Source: an optimization exercise on an open RTL-to-GDS flow (aim: small area, a short achievable clock period and few clock cycles per item). Production flows keep margins and buffers that such runs may drop.
At most, simulation tests tie the RTL to the original design; equivalence was not proved.
Power and IR drop assume default switching activity.

## pp_reduction_sequencer
module pp_reduction_sequencer #(
    parameter int WIDTH  = 128,
    parameter int MAX_PP = 16,
    parameter int CNT_W  = 5
) (
    input  logic             clk,
    input  logic             rst,
    input  logic             start,
    input  logic [CNT_W-1:0] pp_count,
    output logic             busy,
    output logic             err,
    input  logic             in_valid,
    output logic             in_ready,
    input  logic [WIDTH-1:0] in_pp0,
    input  logic [WIDTH-1:0] in_pp1,
    output logic             out_valid,
    input  logic             out_ready,
    output logic [WIDTH-1:0] out_result
);
    localparam logic [CNT_W-1:0] c_MAX_PP = CNT_W'(MAX_PP);
    localparam logic [CNT_W-1:0] c_ONE    = CNT_W'(1);
    localparam int BW = 16;
    localparam int NB = WIDTH / BW;
    logic             r_active;      
    logic             r_first;       
    logic             r_odd;
    logic [CNT_W-1:0] r_beats_left;
    logic             r_mask1;       
    logic             r_res_valid;   
    logic             r_err;
    logic [WIDTH-1:0] r_acc;
  ...
Size in the first run: ~400 I/O pins.
Settings: LEC_CHECK=0, CAP_MARGIN=0, CORE_MARGIN=2, CORE_UTILIZATION=40, SLEW_MARGIN=0; clock period 4.0 ns.
standard.sh (not shown) runs the stock make flow with config.mk's settings and CLKGATE_MAP_FILE= SYNTH_SCRIPT=/design/flow/synth_recipe.tcl, a recipe that flattens the netlist after the stock synthesis.
==> flow/flow/run.sh <==
#!/bin/bash
# Standard ORFS layout, except that the port buffers are plain buf_1 cells
# (resizing may still upsize them) instead of the default delay buffers.
set -euo pipefail
bash standard.sh BUFFER_PORTS_ARGS="-buffer_cell sky130_fd_sc_hd__buf_1" finish > make_finish.log 2>&1
Testbench counts at the start, summed over its fixed seeds: cycles 8,944, items 2,000.
Change:
Settings changed: CAP_MARGIN 0 to 20, CORE_UTILIZATION 40 to 65, PLACE_DENSITY set to 0.85, SLEW_MARGIN 0 to 20.
The changed run reached the layout checks and failed them: setup timing. Synthesized area stays the same. Total power came out higher by 2.9%. Clock skew came out higher by 0.010 ns. Setup slack gets worse by 0.12 ns. Sequential share of layout area came out higher by 0.35 points.

---

pp_reduction_sequencer, a different RTL version from the one above (not shown whole).
Size in the first run: ~150 flip-flops, about 400 I/O pins, about 17,000 sq um of cells after synthesis.
clock: 4.0 ns
lec_check: 0
cap_margin: 20
core_margin: 2
core_utilization: 55
place_density: 0.75
slew_margin: 20
Scripts as last shown in full above: flow/flow/run.sh
The first run finished with setup timing left.
Testbench counts at the start, summed over its fixed seeds: cycles 10,936, items 2,000.
Then changed:
- CORE_UTILIZATION: 55 -> 40
- PLACE_DENSITY: 0.75 -> not set
The new run ran to the end with violations: setup timing.
Synthesized cell count is unchanged.
Combinational power falls slightly.
Die area rises by well over a third.
Hold slack stays flat.
Clock power is about the same.
Wire length rises by a few percent.
Power falls slightly.
Design area rises by a few percent.
Core utilization falls by 18 points.
Maximum frequency rises by a few percent.
Clock-buffer cell count rises by 6.

---

main:
Another version of the RTL of pp_reduction_sequencer (not shown whole).
Size in the first run: about 0.017 mm2 of cells after synthesis.
Settings: LEC_CHECK=0, ABC_CLOCK_PERIOD_IN_PS=2500, CAP_MARGIN=20, CORE_MARGIN=2, CORE_UTILIZATION=40, SLEW_MARGIN=20; clock period 4.0 ns.
Scripts as last shown in full above: flow/flow/run.sh
[main] flow finished | final checks: failed | reasons: setup timing
Inputs modified between main and the feature branch:
Settings: a deleted ABC_CLOCK_PERIOD_IN_PS that had been 2500.
### Flow results
- Number of cells produced by synthesis: the feature branch vs main identical
- STATUS run=the feature branch STAGES=ALL_DONE FINAL_CHECKS=FAILED CAUSE=setup timing
- The feature branch -> main: number of buffers and inverters on the critical path delta 0, exact match
- As far as TritonCTS sink count goes, main and the feature branch are indistinguishable; the numbers are identical.
- Critical path depth: the feature branch vs main identical
- Diff main -> the feature branch: register cell area after layout was more or less identical, multi-input combinational area share closely matched the old numbers.
- Area growth from synthesis to layout essentially unchanged between main and the feature branch.
Function was not checked in any run of this note: the RTL went through the layout flow alone.

---

## build 14
RTL: one of the versions met above, not the one the previous note started from.
Size: roughly 1700 cells after synthesis, about 0.017 sq mm of cells after synthesis.
## pp_reduction_sequencer
module pp_reduction_sequencer #(
    parameter int WIDTH  = 128,
    parameter int MAX_PP = 16,
    parameter int CNT_W  = 5
) (
    input  logic             clk,
    input  logic             rst,
    input  logic             start,
    input  logic [CNT_W-1:0] pp_count,
    output logic             busy,
    output logic             err,
    input  logic             in_valid,
    output logic             in_ready,
    input  logic [WIDTH-1:0] in_pp0,
    input  logic [WIDTH-1:0] in_pp1,
    output logic             out_valid,
    input  logic             out_ready,
    output logic [WIDTH-1:0] out_result
);
==> flow/config.mk <==
export PLATFORM = sky130hd
export DESIGN_NAME = pp_reduction_sequencer
export DESIGN_NICKNAME = pp_reduction_sequencer
export VERILOG_FILES = /design/flow/design.v
export SDC_FILE = /design/flow/constraint.sdc
export NUM_CORES = 4
export LEC_CHECK = 0
export CAP_MARGIN = 20
export CORE_MARGIN = 2
export CORE_UTILIZATION = 40
export SLEW_MARGIN = 20
==> flow/constraint.sdc <==
create_clock -name core_clock -period 4.0 [get_ports {clk}]
set_input_delay 0.8000 -clock core_clock [delete_from_list [all_inputs] [get_ports {clk}]]
set_output_delay 0.8000 -clock core_clock [all_outputs]
set_load 0.01 [all_outputs]
==> flow/flow/run.sh <==
#!/bin/bash
# Standard ORFS layout, except that the port buffers are plain buf_1 cells
# (resizing may still upsize them) instead of the default delay buffers, and
# that after global routing the resizer downsizes cells on paths with slack.
set -euo pipefail
bash standard.sh BUFFER_PORTS_ARGS="-buffer_cell sky130_fd_sc_hd__buf_1" RECOVER_POWER=100 finish > make_finish.log 2>&1
No crash in build 14: every stage finished, but the layout fails its final checks due to capacitance limit, slew limit.
Testbench counts of build 14, summed over its fixed seeds: cycles 8,944, items 2,000.
The following lists how build 77 was set up differently from build 14:
Settings: CORE_UTILIZATION now 55, was 40; PLACE_DENSITY now 0.75, previously not set.
==> flow/flow/run.sh <==
#!/bin/bash
# Standard ORFS layout, except that the port buffers are plain buf_1 cells
# (resizing may still upsize them) instead of the default delay buffers.
set -euo pipefail
bash standard.sh BUFFER_PORTS_ARGS="-buffer_cell sky130_fd_sc_hd__buf_1" finish > make_finish.log 2>&1
Findings:
Build 14 completed end to end; final checks failed (capacitance limit, slew limit). Build 77 | status: complete | timing, DRC, antenna: pass. Diff build 77..build 14 | count of state elements after synthesis | unchanged. Setup WNS build 14 -> build 77: better. Between build 14 and build 77, the global-route wire length before repair is higher for build 14. Going from build 14 to build 77, the fraction of standard cell area in multi-input logic was found to have gone up by 0.62 points.
Here is what was changed in the inputs of build 28 compared with build 77.
Settings: PLACE_DENSITY no longer set, was 0.75; CORE_UTILIZATION now 40, was 55.
==> flow/flow/run.sh <==
#!/bin/bash
# Standard ORFS layout with two changes: synthesis maps all logic through ABC
# (no separate full/half-adder extraction), and the port buffers are plain
# buf_1 cells instead of the default delay buffers.
set -euo pipefail
bash standard.sh ADDER_MAP_FILE= BUFFER_PORTS_ARGS="-buffer_cell sky130_fd_sc_hd__buf_1" finish > make_finish.log 2>&1
## What came out
- Sort build 28 and build 77 by register-to-register slack desc -> top: build 77
- For power, dividing the value from build 77 by the value from build 28 gives 0.80.
- Delta (build 28 minus build 77): post-layout instance area has increased; worst stage delay on the critical path down 0.06 ns.
- In the tables for build 28 and build 77, die area reads higher with build 28.
- Status build 28: flow complete, layout not clean - setup timing
- From build 28 to build 77, final hold violation count did not move at all.
- Compared with build 77, build 28 shows height of the chip that has gone up by more than 10%.
- On pin count of the biggest net entering global routing: between build 28 and build 77, it ends up higher for build 77.
- Compared to build 77, build 28 leaves more free space in the core.
> inputs changed (build 28 -> build 32)
Settings: an added ABC_AREA of 1.
==> flow/flow/run.sh <==
#!/bin/bash
# Standard ORFS layout, except that the port buffers are plain buf_1 cells
# (resizing may still upsize them) instead of the default delay buffers.
set -euo pipefail
bash standard.sh BUFFER_PORTS_ARGS="-buffer_cell sky130_fd_sc_hd__buf_1" finish > make_finish.log 2>&1
Results
- Build 32: PASS, flow complete, no timing, DRC or antenna violations
- Build 32 ended with less non-clock buffer area fraction after layout than build 28.
- Routed length on met3 (lower): build 28
- Number of sequential storage elements delta (build 32 -> build 28): insignificant
Input-level comparison between build 22 and build 32:
Settings: CORE_UTILIZATION: 40 -> 60; ABC_AREA: 1 -> unset.
Lower area share of buffers outside the clock network among build 32 and build 22: build 32. Delta (build 22 minus build 32): die height fell by 51 microns, wire length on met1 fell by 7.2 mm, setup slack fell by 0.094 ns, wire length on met2 fell by about 22%. Build 32 ended up with more cell instances than build 22 did. Delta (build 22 minus build 32): total area of multi-input combinational cells fell about 6%; non-clock buffer count picked up an extra 12%; combinational group share of total power grew by 2.8 points; count of TritonRoute iterations in the first routing pass increased 1; worst hold slack across all endpoints fell 0.017 ns. Build 22: full flow OK, the timing, design-rule and antenna checks passed.
### build 22 -> build 17
Settings: swapping 60 for 40 in CORE_UTILIZATION.
### Flow results
- H-tree depth: build 22 vs build 17 — no meaningful difference
- In the flow results for build 17 and build 22, the cell area after layout is smaller on build 22.
- Delta(detailed-route wire length on metal 1, build 17 - build 22) > 0
- Maximum frequency of build 17 is on par with build 22.

---

Starting RTL as in the previous note.
Design pp_reduction_sequencer, start of the top module:
module pp_reduction_sequencer #(
    parameter int WIDTH  = 128,
    parameter int MAX_PP = 16,
    parameter int CNT_W  = 5
) (
    input  logic             clk,
    input  logic             rst,
    input  logic             start,
    input  logic [CNT_W-1:0] pp_count,
    output logic             busy,
    output logic             err,
    input  logic             in_valid,
    output logic             in_ready,
    input  logic [WIDTH-1:0] in_pp0,
    input  logic [WIDTH-1:0] in_pp1,
    output logic             out_valid,
    input  logic             out_ready,
    output logic [WIDTH-1:0] out_result
);
    localparam logic [CNT_W-1:0] c_MAX_PP = CNT_W'(MAX_PP);
    localparam logic [CNT_W-1:0] c_ONE    = CNT_W'(1);
    localparam int BW = 16;
    localparam int NB = WIDTH / BW;
    logic             r_active;      
    logic             r_first;       
    logic             r_odd;
    logic [CNT_W-1:0] r_beats_left;
    logic             r_mask1;       
    logic             r_res_valid;   
    logic             r_err;
    logic [WIDTH-1:0] r_acc;
    logic [NB-1:0]    r_cb;          
    logic [NB-1:0]    w_base_cb;
    logic [NB-1:0]    w_cb_next;
    logic [WIDTH-1:0] w_acc_next;
    logic [WIDTH-1:0] w_carries;
    logic             w_count_ok;
    logic [CNT_W-1:0] w_beats_init;
    logic             w_last_beat;
    logic             w_beat_fire;
    logic             w_res_take;
    logic             w_start_take;
    logic [WIDTH-1:0] w_base;
    logic [WIDTH-1:0] w_lane1;
    logic [WIDTH-1:0] w_csa_s;
    logic [WIDTH-1:0] w_csa_c;
    assign w_count_ok   = (pp_count != '0) && (pp_count <= c_MAX_PP);
    assign w_beats_init = (pp_count >> 1) + {{(CNT_W-1){1'b0}}, pp_count[0]};
    assign w_last_beat  = (r_beats_left == c_ONE);
    assign in_ready     = r_active && !(r_res_valid && !out_ready);
    assign w_beat_fire  = in_valid && in_ready;
    assign w_res_take   = r_res_valid && out_ready;
    assign busy         = r_active && !(w_beat_fire && w_last_beat);
    assign w_start_take = start && !busy;
    assign w_base  = r_first ? '0 : r_acc;
    assign w_lane1 = r_mask1 ? '0 : in_pp1;
    assign w_csa_s = w_base ^ in_pp0 ^ w_lane1;
  ...
clock: 4.0 ns
lec_check: 0
cap_margin: 20
core_margin: 2
core_utilization: 40
setup_slack_margin: 0.5
slew_margin: 20
==> flow/flow/run.sh <==
#!/bin/bash
# Standard ORFS layout, except that the port buffers are plain buf_1 cells
# (resizing may still upsize them) instead of the default delay buffers.
set -euo pipefail
bash standard.sh BUFFER_PORTS_ARGS="-buffer_cell sky130_fd_sc_hd__buf_1" finish > make_finish.log 2>&1
The starting point went through all stages and came out clean.
Testbench counts at the start, summed over its fixed seeds: cycles 8,944, items 2,000.
Edit:
SETUP_SLACK_MARGIN = not set   (was 0.5)
SYNTH_HIERARCHICAL = 1   (was not set)
Result:
- With this change the flow finished with negative setup slack left
- global-route usage shrinks by 0.65 points
- count of clock-buffer cells in the layout grows by 4
- total power grows by about a fifth
- die area grows by a quarter to a third
- via count grows by a quarter to a third
- area after synthesis grows by a quarter to a third
- maximum frequency shrinks by roughly a tenth

---

pp_reduction_sequencer, a different RTL version from the one above (not shown whole).
Size: ~1700 cells after synthesis, about 400 I/O pins, ~17000 um^2 of cells after synthesis.
Design pp_reduction_sequencer, start of the top module:
module pp_reduction_sequencer #(
    parameter int WIDTH  = 128,
    parameter int MAX_PP = 16,
    parameter int CNT_W  = 5
) (
    input  logic             clk,
    input  logic             rst,
    input  logic             start,
    input  logic [CNT_W-1:0] pp_count,
    output logic             busy,
    output logic             err,
    input  logic             in_valid,
    output logic             in_ready,
    input  logic [WIDTH-1:0] in_pp0,
    input  logic [WIDTH-1:0] in_pp1,
    output logic             out_valid,
    input  logic             out_ready,
    output logic [WIDTH-1:0] out_result
);
clock: 4.0 ns
lec_check: 0
cap_margin: 0
core_margin: 2
core_utilization: 40
slew_margin: 0
Scripts as last shown in full above: flow/flow/run.sh
The starting point finished with setup timing left.
Edit:
- CAP_MARGIN: 0 -> 20
- CORE_UTILIZATION: 40 -> 55
- PLACE_DENSITY: default -> 0.75
- SLEW_MARGIN: 0 -> 20
=>
- The new run finished but fails on setup timing
- utilization rises by 18 points
- via count rises by 2.0%
- power falls by 1.0%
- register-to-register slack hardly moves
- worst setup slack improves by 14 ps
Edit:
- CORE_UTILIZATION: 55 -> 40
- PLACE_DENSITY: 0.75 -> default
- SETUP_SLACK_MARGIN: default -> 0.2
After rerunning: The changed run finished clean; maximum frequency is higher by 1.9%; hold slack got worse by 18 ps; worst setup slack is better by 76 ps; clock skew goes down by 3.2 ps; area after synthesis stays the same; global-route usage shrinks by 6.5 points; non-clock buffer count went up by 15.
Edit:
- SETUP_SLACK_MARGIN: 0.2 -> default
=> This time the run completed, yet does not pass: setup timing; clock skew goes up by 4.1 ps; sequential share of layout area came out higher by 0.45 points; via count barely changes; count of clock-buffer cells in the layout grows by 4; power came out lower by 0.95%; register-to-register slack got worse by 80 ps; critical path depth goes down by 1; sequential cell count is unchanged; clock power barely changes; hold slack improves by 9.6 ps.
No functional check of the RTL was part of any run of this note.

## what the ideal ports hide
The flow's constraints put no driver on any port. The routed layouts listed below were extracted and timed again, unchanged, in two steps.
Step 1: set_driving_cell puts a clkbuf_16 on clk and a buf_2 on each other input, an assumption about the parent block.
Step 2 adds t to the input delays and takes it off the output delays; t is the mean of the earliest and latest rising clock arrival at the registers after step 1. Input paths then give back, and output paths get back, about the clock's delay inside the block.
a / b / c = ideal / step 1 / step 2; a / b = the first two.
run	shift t [ns]	setup slack, ns	pins driven straight from the clock port
the first run of note 1	0.498	0.054 / 0.003 / -0.142	1
the second run of note 1	0.473	-0.067 / -0.121 / -0.348	1
the first run of note 2	0.477	-0.369 / -0.418 / -0.376	1
the second run of note 2	0.496	-0.219 / -0.274 / -0.400	1
main	0.494	-0.331 / -0.383 / 0.111	1
the feature branch	0.494	-0.331 / -0.383 / 0.111	1
build 14	0.498	0.057 / 0.006 / -0.142	1
build 77	0.471	0.111 / 0.061 / -0.123	1
build 28	0.545	-1.224 / -1.279 / -1.049	1
build 32	0.502	0.137 / 0.082 / 0.043	1
build 22	0.479	0.043 / -0.008 / -0.088	1
build 17	0.498	0.054 / 0.003 / -0.142	1
the first run of note 5	0.485	0.087 / 0.036 / -0.160	1
the second run of note 5	0.534	-0.504 / -0.562 / -0.049	1
the first run of note 6	0.502	-0.030 / -0.081 / -0.332	1
the second run of note 6	0.473	-0.016 / -0.066 / -0.239	1
the third run of note 6	0.485	0.060 / 0.008 / -0.226	1
the fourth run of note 6	0.502	-0.030 / -0.081 / -0.332	1
